Source: an optimization exercise on an open RTL-to-GDS flow (aim: small area, a short achievable clock period and few clock cycles per item). Production flows keep margins and buffers that such runs may drop. In this exercise RTL edits were held to simulation tests only and were not proved equivalent to the original.

## anffl_tex_etc1_encoder
module anffl_tex_etc1_encoder
(
  input  logic        clk,
  input  logic        rst_n,
  input  logic        in_valid,
  output logic        in_ready,
  input  logic [23:0] in_texel,
  output logic        out_valid,
  input  logic        out_ready,
  output logic [63:0] out_block,
  output logic        busy
);
Settings: LEC_CHECK=0, CAP_MARGIN=20, CORE_MARGIN=2, CORE_UTILIZATION=40, SLEW_MARGIN=20; clock period 17.0 ns.
run.sh (not shown) runs the stock make flow with config.mk's settings and CLKGATE_MAP_FILE= SYNTH_SCRIPT=/design/flow/synth_recipe.tcl, a recipe that flattens the netlist after the stock synthesis.
Testbench counts at the start, summed over its fixed seeds: cycles 6,440, blocks 384.
Change:
--- a/flow/design.v
+++ b/flow/design.v
@@ -31,49 +31,26 @@
       0: acc_width = 10;  1: acc_width = 11;  2: acc_width = 12;  3: acc_width = 12;
       4: acc_width = 13;  5: acc_width = 13;  default: acc_width = 14;
     endcase
   endfunction
   function automatic int nbits(input int v);
     nbits = 1;
     while ((1 << nbits) <= v) nbits++;
   endfunction
   function automatic logic [3:0] q4(input logic [10:0] sum);
-    q4 = 4'd0;
-    for (int i = 0; i < 256; i++)
-      if (sum[10:3] == 8'(i)) q4 = 4'((i * 15 + 128) >> 8);
-  endfunction
-  function automatic logic gt_u(input logic [15:0] x, input logic [15:0] y);
-    logic g;
-    g = 1'b0;
-    for (int i = 0; i < 16; i++) g = (x[i] & !y[i]) | (!(x[i] ^ y[i]) & g);
-    gt_u = g;
+    logic [11:0] v;
+    v = 12'(sum[10:3]) * 12'd15 + 12'd128;
+    q4 = v[11:8];
   endfunction
   function automatic logic [7:0] clamp_loss(input int m, input logic [3:0] x);
-    clamp_loss = 8'd0;
-    for (int i = 0; i < 16; i++)
-      if (x == 4'(i) && m > 17 * i) clamp_loss = 8'(m - 17 * i);
-  endfunction
-  function automatic logic lt_const(input logic [7:0] a, input int m);
-    logic lt, eq;
-    lt = 1'b0;
-    eq = 1'b1;
-    if (m > 255) lt_const = 1'b1;
-    else begin
-      for (int i = 7; i >= 0; i--) begin
-        if ((m >> i) & 1) begin
-          lt = lt | (eq & !a[i]);
-          eq = eq & a[i];
-        end else begin
-          eq = eq & !a[i];
-        end
-      end
-      lt_const = lt;
-    end
+    int v;
+    v = m - 17 * int'(x);
+    clamp_loss = (v > 0) ? 8'(v) : 8'd0;
   endfunction
 endpackage
 module anffl_tex_etc1_texel_err #(
   parameter int SM = 2,
   parameter int LG = 8,
   parameter int ZW = 11
 ) (
   input  logic [23:0]   a_i,      
   input  logic [2:0]    pos_i,    
@@ -86,20 +63,20 @@
   logic [WL-1:0] ml [3];
   logic [WS-1:0] gsp [3], gsn [3];
   logic [WL-1:0] glp [3], gln [3];
   always_comb
     for (int c = 0; c < 3; c++) begin
       logic [7:0] a;
       logic [3:0] q;
       a = a_i[8*c +: 8];
       q = q_i[4*c +: 4];
-      ms[c]  = anffl_tex_pkg::lt_const(a, SM) ? a[WS-1:0] : WS'(SM);
-      ml[c]  = anffl_tex_pkg::lt_const(a, LG) ? a[WL-1:0] : WL'(LG);
+      ms[c]  = (a < 8'(SM)) ? a[WS-1:0] : WS'(SM);
+      ml[c]  = (a < 8'(LG)) ? a[WL-1:0] : WL'(LG);
       gsp[c] = WS'(anffl_tex_pkg::clamp_loss(SM, 4'd15 - q));
       gsn[c] = WS'(anffl_tex_pkg::clamp_loss(SM, q));
       glp[c] = WL'(anffl_tex_pkg::clamp_loss(LG, 4'd15 - q));
       gln[c] = WL'(anffl_tex_pkg::clamp_loss(LG, q));
     end
   logic [ZW-1:0] z [4];
   always_comb begin
     z[0] = ZW'(3 * (LG - SM))
          + ZW'({pos_i[0] ? ms[0] : WS'(0), 1'b0}) + ZW'(gsp[0])
@@ -245,23 +222,23 @@
       .a_i  (a1),
       .pos_i(pos1),
       .q_i  (q1),
       .z_o  (z)
     );
     always_ff @(posedge clk) for (int k = 0; k < 4; k++) z2[k] <= z[k*ZW +: ZW];
     always_ff @(posedge clk) begin
       logic [ZW-1:0] z01, z23;
       logic          c01, c23;
-      c01 = anffl_tex_pkg::gt_u(16'(z2[1]), 16'(z2[0]));
+      c01 = z2[1] > z2[0];
       z01 = c01 ? z2[1] : z2[0];
-      c23 = anffl_tex_pkg::gt_u(16'(z2[3]), 16'(z2[2]));
+      c23 = z2[3] > z2[2];
       z23 = c23 ? z2[3] : z2[2];
-      if (anffl_tex_pkg::gt_u(16'(z23), 16'(z01))) begin z3 <= z23; c3 <= {1'b1, c23}; end
+      if (z23 > z01) begin z3 <= z23; c3 <= {1'b1, c23}; end
       else           begin z3 <= z01; c3 <= {1'b0, c01}; end
     end
     assign cnew[2*t +: 2] = c3;
     logic signed [TW-1:0] tacc [2];
     always_ff @(posedge clk)
       for (int s = 0; s < 2; s++) begin
         logic upd;
         upd = v3 && (j3[1] == 1'(s));
         tacc[s] <= ((upd && jfirst) ? TW'(24 * LG) : tacc[s])
@@ -284,23 +261,20 @@
     cr[15] <= v3 ? cnew : cr[0];
   end
   logic [7:0] win;
   logic [2:0] bt;
   always_ff @(posedge clk)
     for (int t = 0; t < 8; t++) begin
       logic w;
       w = 1'b1;
       for (int u = 0; u < 8; u++) begin
-        logic [15:0] xt, xu;
-        xt = 16'({!acc[ph[1]][t][AW-1], acc[ph[1]][t][AW-2:0]});
-        xu = 16'({!acc[ph[1]][u][AW-1], acc[ph[1]][u][AW-2:0]});
-        if (u < t && !anffl_tex_pkg::gt_u(xu, xt)) w = 1'b0;
-        if (u > t &&  anffl_tex_pkg::gt_u(xt, xu)) w = 1'b0;
+        if (u < t && !(acc[ph[1]][t] <  acc[ph[1]][u])) w = 1'b0;
+        if (u > t && !(acc[ph[1]][t] <= acc[ph[1]][u])) w = 1'b0;
       end
       win[t] <= w;
     end
   always_comb begin
     bt = '0;
     for (int t = 0; t < 8; t++) if (win[t]) bt = bt | 3'(t);
   end
   logic [11:0] qo [2];
   logic [63:0] ob;
Effect: The changed run went through all stages and came out clean; hold slack is better by 0.0096 ns; non-clock buffer count rose by 48; final area goes up by 13%; maximum frequency drops by 20%; core utilization came out lower by 0.18 points; area after synthesis grows by 13%; via count came out higher by 19%; routed wire length increases by 39%.
Testbench counts after the change, summed over its fixed seeds: cycles 6,440, blocks 384.

Another version of the RTL of anffl_tex_etc1_encoder (not shown whole).
Size in the first run: ~9000 cells after synthesis, roughly 1500 flip-flops, roughly 0.085 mm² of cells after synthesis.
Settings: LEC_CHECK=0, CAP_MARGIN=20, CORE_MARGIN=2, CORE_UTILIZATION=40, SLEW_MARGIN=20; clock period 17.0 ns.
Testbench counts at the start, summed over its fixed seeds: cycles 6,328, blocks 384.
Edit:
--- a/flow/design.v
+++ b/flow/design.v
@@ -160,26 +160,23 @@
 );
   localparam int AW = anffl_tex_pkg::AW;
   logic [3:0] ph, widx, ph_n, widx_n;
   logic       pend, run_q, done_pend, fill, ov, wr_d, rdy_q, busy_q;
   logic       pend_n, run_n, done_n, fill_n, ov_n, start_n;
   logic [2:0] nblk, nblk_n;
-  logic       start, ev0, wr, ta, tb, idle;
-  logic       v1, v2, v3;
+  logic       start, ev0, wr, ta, tb;
   assign start     = (ph == 4'd0) && pend && (!done_pend || !ov);
   assign ev0       = (ph == 4'd0) ? start : run_q;
   assign wr        = in_valid && rdy_q;
   assign ta        = (ph == 4'd3) && done_pend && !ov && !fill;
   assign tb        = (ph == 4'd5) && fill;
   assign in_ready  = rdy_q;
   assign out_valid = ov;
-  assign idle      = (widx == 4'd0) && !pend && !run_q && !done_pend && !fill
-                     && !v1 && !v2 && !v3;
   assign busy      = busy_q;
   always_comb begin
-    ph_n    = (ph == 4'd0 && idle && !wr) ? 4'd0 : ph + 4'd1;
+    ph_n    = ph + 4'd1;
     widx_n  = wr ? widx + 4'd1 : widx;
     pend_n  = (wr && widx == 4'd15) ? 1'b1 : (start ? 1'b0 : pend);
     run_n   = (ph == 4'd0) ? start : run_q;
     done_n  = (ph == 4'd15 && run_q) ? 1'b1 : (tb ? 1'b0 : done_pend);
     fill_n  = ta ? 1'b1 : (tb ? 1'b0 : fill);
     ov_n    = tb ? 1'b1 : ((ov && out_ready) ? 1'b0 : ov);
@@ -194,21 +191,20 @@
   logic [3:0] rdy_w;    
   assign inc_ok = rdy_q && (widx == 4'd15);
   assign dec_ok = ov;
   always_comb begin
     for (int k = 0; k < 4; k++) begin
       logic       w, o, pn, dn, on, sn;
-      logic [3:0] wn, phk;
+      logic [3:0] wn;
       w  = k[1] && rdy_q;
       o  = k[0];
       wn = w ? widx + 4'd1 : widx;
-      phk = (ph == 4'd0 && idle && !w) ? 4'd0 : ph + 4'd1;
       pn = (w && widx == 4'd15) ? 1'b1 : (start ? 1'b0 : pend);
       on = tb ? 1'b1 : ((ov && o) ? 1'b0 : ov);
-      sn = (phk == 4'd0) && pn && (!done_n || !on);
-      rdy_w[k] = (phk == wn) && (!pn || sn);
+      sn = (ph_n == 4'd0) && pn && (!done_n || !on);
+      rdy_w[k] = (ph_n == wn) && (!pn || sn);
     end
     rdy_n = rdy_w[{in_valid, out_ready}];
     case ({in_valid && inc_ok, out_ready && dec_ok})
       2'b10:   busy_n = 1'b1;
       2'b01:   busy_n = (nblk > 3'd1);
       default: busy_n = (nblk != 3'd0);
@@ -266,12 +262,13 @@
     if (ph == 4'd15) for (int c = 0; c < 3; c++) qb[0][c] <= anffl_tex_pkg::q4(sum[0][c]);
     if (ph == 4'd1)  for (int c = 0; c < 3; c++) qb[1][c] <= anffl_tex_pkg::q4(sum[1][c]);
   end
   logic [23:0] a1;
   logic [2:0]  pos1;
   logic [11:0] q1, n1;
+  logic        v1;
   always_ff @(posedge clk) begin
     for (int j = 0; j < 3; j++) begin
       logic [1:0] np, nn;
       np = '0;
       nn = '0;
       for (int c = 0; c < 3; c++) begin
@@ -290,12 +287,13 @@
       pos1[c]      <= !d[8] && (d != 9'd0);
       q1[4*c +: 4] <= qc;
     end
   end
   always_ff @(posedge clk or negedge rst_n)
     if (!rst_n) v1 <= 1'b0; else v1 <= ev0;
+  logic v2, v3;
   logic signed [AW-1:0] acc [2][8];
   logic [15:0]          cnew;
   logic                 sb1, sb2, sb3, fs1, fs2, fs3;
   always_ff @(posedge clk) begin
     sb1 <= ph[1];
     fs1 <= (ph[3:2] == 2'd0) && !ph[0];
After rerunning: Fmax rises by 6.0%. Via count falls by 1.4%. Clock-buffer cell count falls by 9. Non-clock buffer count rises by 3. Core utilization rises by 0.28 points. Register-to-register slack improves by 0.32 ns. Routed wire length falls by 1.6%. Final area falls by 0.36%. Flip-flop and latch count stays the same. Sequential share of layout area rises by 0.12 points.
Testbench counts after the change, summed over its fixed seeds: cycles 6,448, blocks 384.

[what the ideal ports hide]
In the flow no input, the clock included, has a driving cell. The finished layouts below were timed again as built, in two steps. Step 1, drivers: a clkbuf_16 drives clk and a buf_2 each remaining input, both assumed. Step 2 times the ports against the registers' clock, not the clock port: input delays grow and output delays shrink by t, the midpoint of the rising clock arrivals with the driver on. Three values: no drivers, after step 1, after step 2; two values: the first two.
| run | t, ns | setup WS [ns] | worst setup path at the end | worst data-port slew with drivers (ns) | pins driven straight from the clock port |
|---|---|---|---|---|---|
| the first run of note 1 | 0.898 | 11.022 / 11.022 / 11.022 | register to register | 0.05 | 1 |
| the second run of note 1 | 0.911 | 9.499 / 9.499 / 9.499 | register to register | 0.10 | 1 |
| the first run of note 2 | 0.899 | 11.290 / 11.290 / 11.290 | register to register | 0.12 | 1 |
| the second run of note 2 | 0.891 | 11.612 / 11.567 / 11.344 | input to register | 0.06 | 1 |
After both steps every run listed still meets setup and hold. For the second run of note 2, which loses most, drivers alone change the setup slack by -0.045 ns; drivers and shift together by -0.268 ns.
